Source: an optimization exercise on an open RTL-to-GDS flow (aim: small area). Production flows keep margins and buffers that such runs may drop.
The RTL was checked by simulation tests, not by an equivalence proof against the original design.
Power and IR drop assume default switching activity.

## job 7177
==> flow/design.v <==
module cpu_top (
    input  logic        clk,
    input  logic        rst_n,
    input  logic [15:0] i_imem_data,
    input  logic [15:0] i_dmem_rdata,
    output logic [10:0] o_imem_addr,
    output logic [10:0] o_dmem_addr,
    output logic        o_dmem_we,
    output logic [15:0] o_dmem_wdata,
    output logic        o_io_stall
);
    logic [2:0]  st_q;
    logic [3:0]  t_q;
    logic [10:0] pc_q;
    logic [15:0] a_q;
    logic [15:0] r_q;
    logic [15:0] x_q;
    logic [3:0]  pidx_q;
    logic        pend_q;
    logic [15:0] ring [16];
    logic        clr_q;
    wire [15:0] ir = i_imem_data;
    wire [2:0]  op = ir[15:13];
    wire [3:0]  rs = ir[12:9];
    wire [3:0]  rt = ir[8:5];
    wire [3:0]  rd = ir[4:1];
    wire        fb = ir[0];
    wire is_alu = (op == 3'd0) || (op == 3'd1 && !fb);    
    wire is_mul = (op == 3'd1) && fb;
    wire is_ls  = (op == 3'd2) || (op == 3'd3);
    wire is_lw  = (op == 3'd2);
    logic [2:0] last;
    always_comb begin
        case (op)
            3'd0:    last = 3'd5;
            3'd1:    last = fb ? 3'd6 : 3'd5;
            3'd2:    last = 3'd7;
            3'd3:    last = 3'd6;
            default: last = 3'd4;
        endcase
    end
    wire is_last = (st_q == last);
    always_ff @(posedge clk or negedge rst_n) begin
        if (!rst_n)            st_q <= 3'd0;
        else if (st_q == 3'd0) st_q <= 3'd2;
        else if (is_last)      st_q <= 3'd1;
        else                   st_q <= st_q + 3'd1;
    end
    always_ff @(posedge clk or negedge rst_n) begin
        if (!rst_n) t_q <= 4'd0;
        else        t_q <= t_q + 4'd1;
    end
    assign o_io_stall = (st_q != 3'd1);
    wire [3:0] ridx = (st_q == 3'd2) ? rs : rt;
    wire [3:0] slot = ridx + t_q;
    wire       fwd  = pend_q && (ridx == pidx_q);
    logic [15:0] rdata;
    always_comb begin
        rdata = fwd ? x_q : 16'd0;
        for (int s = 0; s < 16; s++)
            rdata = rdata | (ring[s] & {16{!clr_q && !fwd && (slot == 4'(s))}});
    end
    always_ff @(posedge clk) begin
        if (st_q == 3'd2) a_q <= rdata;
        r_q <= rdata;
    end
    logic mul_q, ls_q, sub_q, slt_q;
    always_ff @(posedge clk) begin
        mul_q <= is_mul;
        ls_q  <= is_ls;
        sub_q <= (op == 3'd0) ? fb : 1'b1;
        slt_q <= (op == 3'd1) && !fb;
    end
    logic [4:0] win;
    always_comb begin
        case (st_q)
            3'd3:    win = rdata[15:11];
            3'd4:    win = r_q[11:7];
            3'd5:    win = r_q[7:3];
            default: win = {r_q[3:0], 1'b0};
        endcase
    end
    logic one_lo, two_lo, neg_lo, one_hi, two_hi, neg_hi;
    always_ff @(posedge clk) begin
        one_lo <= is_mul ? (win[1] ^ win[0]) : 1'b1;
        two_lo <= is_mul && ((win[2] && !win[1] && !win[0]) || (!win[2] && win[1] && win[0]));
        neg_lo <= is_mul && win[2];
        one_hi <= is_mul && (win[3] ^ win[2]);
        two_hi <= is_mul && ((win[4] && !win[3] && !win[2]) || (!win[4] && win[3] && win[2]));
        neg_hi <= is_mul && win[4];
    end
    wire [15:0] a_sh  = {a_q[14:0], 1'b0};
    wire [15:0] pp_lo = ((a_q & {16{one_lo}}) | (a_sh & {16{two_lo}})) ^ {16{neg_lo}};
    wire [15:0] pp_hi = ((a_q & {16{one_hi}}) | (a_sh & {16{two_hi}})) ^ {16{neg_hi}};
    logic [15:0] acc;
    always_comb begin
        if (mul_q)
            acc = {((st_q == 3'd4) ? 12'd0 : x_q[11:0]), 1'b0, neg_hi, 1'b0, neg_lo};
        else if (ls_q)
            acc = {{11{ir[4]}}, ir[4:0]};
        else
            acc = r_q ^ {16{sub_q}};
    end
    wire        cin  = !mul_q && !ls_q && sub_q;
    wire [15:0] tree = acc + pp_lo + {pp_hi[13:0], 1'b0, cin};
    wire lt = (a_q[15] != r_q[15]) ? a_q[15] : tree[15];
    wire eq = (a_q == r_q);
    wire prod_alu = is_alu && (st_q == 3'd4);
    wire addr_ls  = is_ls  && (st_q == 3'd4);
    wire prod_lw  = is_lw  && (st_q == 3'd6);
    wire step_mul = is_mul && (st_q == 3'd4 || st_q == 3'd5 || st_q == 3'd6 || st_q == 3'd1);
    wire prod_mul = is_mul && (st_q == 3'd1);
    wire produce  = prod_alu || prod_lw || prod_mul;
    always_ff @(posedge clk) begin
        if (prod_alu && slt_q)                 x_q <= {15'd0, lt};
        else if (prod_lw)                      x_q <= i_dmem_rdata;
        else if (prod_alu || addr_ls || step_mul) x_q <= tree;
    end
    always_ff @(posedge clk) begin
        if (produce) pidx_q <= is_lw ? rt : rd;
    end
    wire [3:0]  widx   = prod_mul ? rd : pidx_q;
    wire [3:0]  wslot  = widx + t_q + 4'd1;
    wire        commit = (pend_q || prod_mul) && (wslot[1:0] == 2'd0);
    wire [15:0] wres   = prod_mul ? tree : x_q;
    always_ff @(posedge clk or negedge rst_n) begin
        if (!rst_n)       pend_q <= 1'b0;
        else if (produce) pend_q <= !(prod_mul && commit);
        else if (commit)  pend_q <= 1'b0;
    end
    always_ff @(posedge clk or negedge rst_n) begin
        if (!rst_n)             clr_q <= 1'b1;
        else if (st_q == 3'd4)  clr_q <= 1'b0;
    end
    wire [15:0] wval = wres & {16{!clr_q}};
    always_ff @(posedge clk) begin
        for (int s = 0; s < 16; s++) begin
            if (s % 4 == 0 && (clr_q || (commit && wslot[3:2] == 2'(s / 4))))
                ring[s] <= wval;
            else
                ring[s] <= ring[(s + 15) % 16];
        end
    end
    wire        taken = (op == 3'd4) && eq;
    wire [10:0] pinc  = pc_q + (taken ? {{6{ir[4]}}, ir[4:0]} : 11'd0) + 11'd1;
    always_ff @(posedge clk or negedge rst_n) begin
        if (!rst_n)       pc_q <= 11'd0;
        else if (is_last) pc_q <= (op == 3'd5) ? ir[11:1] : pinc;
    end
    assign o_imem_addr  = pc_q;
    assign o_dmem_addr  = x_q[10:0];
    assign o_dmem_we    = (st_q == 3'd5) && (op == 3'd3);
    assign o_dmem_wdata = r_q;
endmodule
Settings: LEC_CHECK=0, ABC_AREA=1, CAP_MARGIN=10, CORE_MARGIN=2, CORE_UTILIZATION=55, GPL_TIMING_DRIVEN=1, SLEW_MARGIN=10; clock period 5.5 ns.
standard.sh (not shown) runs the stock make flow with config.mk's settings and CLKGATE_MAP_FILE= SYNTH_SCRIPT=/design/flow/synth_recipe.tcl, a recipe that flattens the netlist after the stock synthesis.
==> flow/flow/run.sh <==
#!/bin/bash
# Layout flow: ORFS through the standard.sh, with
#  - synthesis mapping combinational logic with the ABC script in
#    flow/abc_area.script (ORFS's synthesis is otherwise unchanged: same
#    yosys passes, same flip-flop mapping and register names),
#  - the make variables listed in flow/extra.txt (one NAME=VALUE per line).
# Each tool's full output stays in orfs/logs; make's output is in standard.log.
set -euo pipefail
cp -r "$FLOW_HOME/scripts" scripts_own
cp flow/abc_area.script scripts_own/abc_area.script
args=("SCRIPTS_DIR=$PWD/scripts_own")
if [[ -f flow/extra.txt ]]; then
  while IFS= read -r line; do
    [[ -z "$line" || "$line" == \#* ]] && continue
    args+=("$line")
  done < flow/extra.txt
fi
printf '%s\n' "${args[@]}" > make_args.log
bash standard.sh finish "${args[@]}" > standard.log 2>&1
==> flow/flow/abc_area.script <==
strash
dc2
&get -n
&st
&dch
&nf -R 1000
&put
topo
==> flow/flow/extra.txt <==
BUFFER_PORTS_ARGS=-buffer_cell sky130_fd_sc_hd__buf_1
CTS_ARGS=-sink_clustering_enable -repair_clock_nets -dont_use_dummy_load -sink_clustering_size 22 -sink_clustering_max_diameter 200 -buf_list {sky130_fd_sc_hd__clkbuf_8 sky130_fd_sc_hd__clkbuf_16}
[inputs] job 6673 vs job 7177
diff --git a/flow/design.v b/flow/design.v
--- a/flow/design.v
+++ b/flow/design.v
@@ -101,11 +101,14 @@
         else
             acc = r_q ^ {16{sub_q}};
     end
     wire        cin  = !mul_q && !ls_q && sub_q;
-    wire [15:0] tree = acc + pp_lo + {pp_hi[13:0], 1'b0, cin};
+    wire [15:0] op3  = {pp_hi[13:0], 1'b0, cin};
+    wire [15:0] csum = acc ^ pp_lo ^ op3;
+    wire [15:0] ccar = (acc & pp_lo) | (acc & op3) | (pp_lo & op3);
+    wire [15:0] tree = csum + {ccar[14:0], 1'b0};
     wire lt = (a_q[15] != r_q[15]) ? a_q[15] : tree[15];
-    wire eq = (a_q == r_q);
+    wire eq = (&csum[15:1]) && !csum[0];
     wire prod_alu = is_alu && (st_q == 3'd4);
     wire addr_ls  = is_ls  && (st_q == 3'd4);
     wire prod_lw  = is_lw  && (st_q == 3'd6);
     wire step_mul = is_mul && (st_q == 3'd4 || st_q == 3'd5 || st_q == 3'd6 || st_q == 3'd1);
Notes after the runs:
- Compound-gate portion of the synthesized area in job 6673 is 0.24 points below job 7177.
- On die footprint, job 7177 loses to job 6673.
- Going from job 7177 to job 6673, number of instances in the synthesized netlist went down 37; count of plain and timing-repair buffers went up about 19%; proportion of cell area occupied by registers held; global-route wire length before repair went down about 1%.
- Per the comparison of job 6673 with job 7177, routed wire length -about 1.3%; length in cells of the worst reg-to-reg path grew by 30%.
- Row count, job 6673 and job 7177: smaller value in job 6673
- Changes observed in job 6673 relative to job 7177: total placed instance area has remained practically unchanged; proportion of power drawn by combinational gates has increased.
- Between job 6673 and job 7177, the first-pass detailed-route iteration total is lower for job 6673.
- Compared with job 7177, in job 6673 relative contribution of the clock network to total power increased by 0.6 points relative to the old numbers, via count of the routed design down 196.

---

// cpu_top: RTL as listed in full above, without the edits since
export LEC_CHECK = 0
export ABC_AREA = 1
export CAP_MARGIN = 10
export CORE_MARGIN = 2
export CORE_UTILIZATION = 55
export GPL_TIMING_DRIVEN = 1
export PLACE_DENSITY = 0.75
export SLEW_MARGIN = 10
create_clock -name core_clock -period 5.5 [get_ports {clk}]
==> flow/flow/extra.txt <==
BUFFER_PORTS_ARGS=-buffer_cell sky130_fd_sc_hd__buf_1
CTS_ARGS=-sink_clustering_enable -repair_clock_nets -dont_use_dummy_load -sink_clustering_size 16 -sink_clustering_max_diameter 150 -buf_list {sky130_fd_sc_hd__clkbuf_8}
Scripts as last shown in full above: flow/flow/run.sh, flow/flow/abc_area.script
Change:
--- a/flow/design.v
+++ b/flow/design.v
@@ -103,7 +103,10 @@
     end
     wire        cin  = !mul_q && !ls_q && sub_q;
-    wire [15:0] tree = acc + pp_lo + {pp_hi[13:0], 1'b0, cin};
+    wire [15:0] op3  = {pp_hi[13:0], 1'b0, cin};
+    wire [15:0] csum = acc ^ pp_lo ^ op3;
+    wire [15:0] ccar = (acc & pp_lo) | (acc & op3) | (pp_lo & op3);
+    wire [15:0] tree = csum + {ccar[14:0], 1'b0};
     wire lt = (a_q[15] != r_q[15]) ? a_q[15] : tree[15];
-    wire eq = (a_q == r_q);
+    wire eq = (&csum[15:1]) && !csum[0];
     wire prod_alu = is_alu && (st_q == 3'd4);
     wire addr_ls  = is_ls  && (st_q == 3'd4);
=> The new run ran to the end with no violations; clock skew is about the same; clock-buffer cell count is unchanged; first-iteration DRC count came out higher by a few percent; flip-flop and latch count stays the same; worst setup slack improves by 0.073 ns; via count came out lower by a few percent; total power came out lower by a few percent; sequential share of layout area came out higher by 0.13 points.

-- static timing again, ports no longer ideal --
In the flow no input, the clock included, has a driving cell. The finished layouts below were timed again as built, in two steps.
Step 1 (the two cells are an assumption about what drives the block):
set clk [get_ports {clk}]
set_driving_cell -lib_cell sky130_fd_sc_hd__clkbuf_16 $clk
set_driving_cell -lib_cell sky130_fd_sc_hd__buf_2 [delete_from_list [all_inputs] $clk]
Step 2 moves the port delays by t, midway between the first and last clock arrival at a register: inputs arrive t later, outputs are due t later. That takes back most of the time a late clock gives input paths.
a / b / c = ideal ports / drivers / drivers and shift; a / b = the first two.
| run | shift t [ns] | setup slack, ns | worst setup path at the end | worst register clock-pin slew, ns | worst data-port slew with drivers (ns) |
|---|---|---|---|---|---|
| job 7177 | 0.555 | 0.573 / 0.573 / 0.219 | input to register | 0.10 / 0.10 | 0.04 |
| job 6673 | 0.544 | 0.521 / 0.521 / 0.045 | input to register | 0.09 / 0.09 | 0.04 |
| the first run of note 2 | 0.617 | 0.382 / 0.382 / 0.173 | input to register | 0.11 / 0.11 | 0.05 |
| the second run of note 2 | 0.597 | 0.455 / 0.455 / 0.059 | input to register | 0.11 / 0.11 | 0.05 |
After both steps setup and hold are still met in every run listed. The setup slack of job 6673, which loses most, moves by 0.000 ns with the drivers and by -0.476 ns with both steps.
